This design comes from an exercise in tuning for small area on the open sky130 flow, not from production work. Only simulation tests tie the RTL to the original design; equivalence was not proved. Power is estimated from default activity; no workload was simulated.

lane 1:
Design mem_xlate_top, start of the top module:
module mem_xlate_top
#(
    parameter int TLB_ENTRIES = 8,
    localparam int IDX_W = $clog2(TLB_ENTRIES)
) (
    input  logic             clk,
    input  logic             rst,
    input  logic             flush,
    input  logic             req_valid,
    input  logic [3:0]       req_op,         
    input  logic [31:0]      req_vaddr,
    input  logic [31:0]      req_rt_data,
    input  logic             tlb_we,
    input  logic [IDX_W-1:0] tlb_idx,
    input  logic [41:0]      tlb_wentry,     
    output logic             out_valid,
    output logic [31:0]      out_paddr,
    output logic             out_uncached,
    output logic [3:0]       out_wstrb,
    output logic [31:0]      out_wdata,
    output logic             out_exc,
    output logic [4:0]       out_exc_code,
    output logic             out_refill,
    output logic [31:0]      out_badvaddr
);
Size: about 1,400 cells after synthesis, about 550 flip-flops, ~230 I/O pins, about 0.020 mm^2 of cells after synthesis.
export LEC_CHECK = 0
export CAP_MARGIN = 20
export CORE_MARGIN = 2
export CORE_UTILIZATION = 40
export SLEW_MARGIN = 20
create_clock -name core_clock -period 5.5 [get_ports {clk}]
standard.sh (not shown) runs the stock make flow with config.mk's settings and CLKGATE_MAP_FILE= SYNTH_SCRIPT=/design/flow/synth_recipe.tcl, a recipe that flattens the netlist after the stock synthesis.
==> flow/flow/run.sh <==
#!/bin/bash
# Standard ORFS layout with three changes: the synthesis buffers are removed
# at floorplan, every cell is then set to its smallest drive (the repair
# steps size up what timing needs), and the port buffers use buf_1.
set -euo pipefail
here=$(pwd)
bash standard.sh \
  "BUFFER_PORTS_ARGS=-buffer_cell sky130_fd_sc_hd__buf_1" \
  "REMOVE_ABC_BUFFERS=1" \
  "POST_FLOORPLAN_TCL=$here/flow/downsize.tcl" \
  finish > flow_make.log 2>&1
==> flow/flow/downsize.tcl <==
# Swap every cell for the smallest-area cell of the same family (same name
# apart from the drive-strength suffix); the later repair steps size up
# whatever timing, slew or capacitance then needs.
set n 0
set saved 0.0
foreach inst [get_cells *] {
  set m [get_property $inst ref_name]
  if {![regexp {^(sky130_fd_sc_hd__[a-z0-9]+)_([0-9]+)$} $m -> base drv]} { continue }
  if {[regexp {tapvpwrvgnd|fill|decap|conb|diode} $base]} { continue }
  set cur [get_lib_cells */$m]
  set best $m
  set best_area [get_property $cur area]
  foreach lc [get_lib_cells */${base}_*] {
    set ln [get_property $lc name]
    if {![regexp "^${base}_\[0-9\]+\$" $ln]} { continue }
    set a [get_property $lc area]
    if {$a < $best_area - 1e-6} { set best $ln; set best_area $a }
  }
  if {$best ne $m} {
    set saved [expr {$saved + [get_property $cur area] - $best_area}]
    replace_cell $inst $best
    incr n
  }
}
puts "downsize: replaced $n cells, saved [format %.1f $saved] um2"
Changes in lane 2 relative to lane 1:
--- a/flow/flow/downsize.tcl
+++ b/flow/flow/downsize.tcl
@@ -14,4 +14,5 @@
     set ln [get_property $lc name]
     if {![regexp "^${base}_\[0-9\]+\$" $ln]} { continue }
+    if {[get_property $lc is_dont_use]} { continue }
     set a [get_property $lc area]
     if {$a < $best_area - 1e-6} { set best $ln; set best_area $a }
### Flow results
Lane 2 did not finish; a tool error ended it in 2_1_floorplan. Height of the die: lane 1 vs lane 2 identical. Delta (lane 2 minus lane 1): gate count after technology mapping flat; post-synthesis compound-gate area fraction flat; area of the mapped netlist flat; number of flops mapped to enable cells by yosys flat; average cell area after synthesis flat. Effective utilization at floorplan: lane 2 vs lane 1 identical.
Input changes introduced in lane 3 (baseline for comparison: lane 2):
==> flow/flow/run.sh <==
#!/bin/bash
# Standard ORFS layout, with the port buffers made of the smallest buffer
# (sky130_fd_sc_hd__buf_1) instead of the one buffer_ports picks by default.
set -euo pipefail
bash standard.sh "BUFFER_PORTS_ARGS=-buffer_cell sky130_fd_sc_hd__buf_1" finish > flow_make.log 2>&1
removed: flow/flow/downsize.tcl
Notes after the runs:
- Lane 3: done, clean on timing, DRC and antenna
- Share of synthesized area occupied by flip-flops and latches: lane 2 vs lane 3, no meaningful difference
- Comparing lane 3 against lane 2, there is no change at all in share of synthesized flip-flops with an asynchronous set or reset.
- As far as number of synthesized flops with an enable pin goes, lane 2 and lane 3 are indistinguishable; the numbers are identical.
- From lane 2 to lane 3 the numbers moved as follows: post-synthesis compound-gate area fraction stayed essentially flat, distinct cell type count of the synthesized netlist stayed essentially flat, share of synthesized area spent on multiplexers stayed essentially flat.
- Per the comparison of lane 3 with lane 2, post-synthesis share of cell area spent on and, or, nand and nor gates closely matched the old numbers, total standard cell area after synthesis closely matched the old numbers, xor-xnor portion of the synthesized cell area closely matched the old numbers, synthesized flop and latch total closely matched the old numbers, number of standard cells after synthesis closely matched the old numbers.
## Diff of input files: lane 4 against lane 3
==> flow/run.sh (new file) <==
#!/bin/bash
# synth_recipe.tcl (not shown) runs the flow's synth.tcl, then flattens the netlist and writes it again
# the make line also repeats each setting of config.mk as NAME=value (left out here)
make -C /OpenROAD-flow-scripts/flow DESIGN_CONFIG=/design/flow/config.mk WORK_HOME=/design/flow/orfs CLKGATE_MAP_FILE= SYNTH_SCRIPT=/design/flow/synth_recipe.tcl finish
removed: flow/flow/run.sh
removed: flow/standard.sh
On share of power burned in the clock network, the higher figure sits with lane 3, not lane 4. A destination of the critical timing path of p_addr[14]$_DFF_P_ is what lane 4 shows, while p_addr[12]$_DFF_P_ belongs to lane 3. Number of filler cells placed in the layout, lane 3 and lane 4: higher on lane 3. For the stage delay of the slowest cell on the critical path, lane 4 came in 0.14 ns higher than lane 3 did. When lane 4 is measured against lane 3, its data-path buffer share of cell area in the final layout turns out 5.3 points higher. Between lane 3 and lane 4, the worst setup slack is lower for lane 4.
diff inputs: lane 4 => lane 5
Settings: CTS_BUF_LIST now sky130_fd_sc_hd__clkbuf_4, previously not set; CORE_UTILIZATION now 60, was 40.
==> flow/flow/run.sh (new file) <==
#!/bin/bash
# Standard ORFS layout, with the port buffers made of the smallest buffer
# (sky130_fd_sc_hd__buf_1) instead of the one buffer_ports picks by default.
set -euo pipefail
bash standard.sh "BUFFER_PORTS_ARGS=-buffer_cell sky130_fd_sc_hd__buf_1" finish > flow_make.log 2>&1
==> flow/standard.sh (new file) <==
#!/bin/bash
# synth_recipe.tcl (not shown) runs the flow's synth.tcl, then flattens the netlist and writes it again
# the make line also repeats each setting of config.mk as NAME=value (left out here)
make -C /OpenROAD-flow-scripts/flow DESIGN_CONFIG=/design/flow/config.mk WORK_HOME=/design/flow/orfs CLKGATE_MAP_FILE= SYNTH_SCRIPT=/design/flow/synth_recipe.tcl "${@:-finish}"
removed: flow/run.sh
Notes after the runs:
Lane 5: done, clean on timing, DRC and antenna
Lane 4 ended with every stage complete and zero timing, DRC or antenna violations.
Lane 5 vs. lane 4: cell area after layout lost about 7%, global placement routability congestion increased by 4.3% relative to the old numbers, critical-path maximum fanout +4.
[compare] base=lane 4 new=lane 5: multi-input gate share of the layout cell area up 1.6 points; maximum ir drop on the vdd rail now larger; proportion of power drawn by combinational gates fell 1.1 points; number of DRC violations after detailed routing comparable.
Portion of total power attributed to the clock network: lane 4 and lane 5 compared, lower one is lane 5
Between lane 4 and lane 5, the power attributed to combinational cells is lower for lane 5.

## static timing again, ports no longer ideal
The results above use ideal ports. As a check the final layouts listed here were re-extracted and re-timed, cells and wires unchanged.
Step 1 assumes that a clkbuf_16 drives the clock port and a buf_2 every other input.
Step 2 adds t to the input delays and takes it off the output delays; t is the mean of the earliest and latest rising clock arrival at the registers after step 1. Input paths then give back, and output paths get back, about the clock's delay inside the block.
Three values: no drivers, after step 1, after step 2; two values: the first two.
run	t (ns)	setup WS [ns]	cell pins on the clock port's net
lane 1	0.671	0.947 / 0.975 / 0.303	1
lane 3	0.654	1.205 / 1.217 / 0.563	1
lane 4	0.639	1.035 / 1.061 / 0.422	1
lane 5	0.836	1.615 / 1.641 / 0.805	1
After both steps every run listed still meets setup and hold. The setup slack of lane 5, which loses most, moves by +0.026 ns with the drivers and by -0.810 ns with both steps.
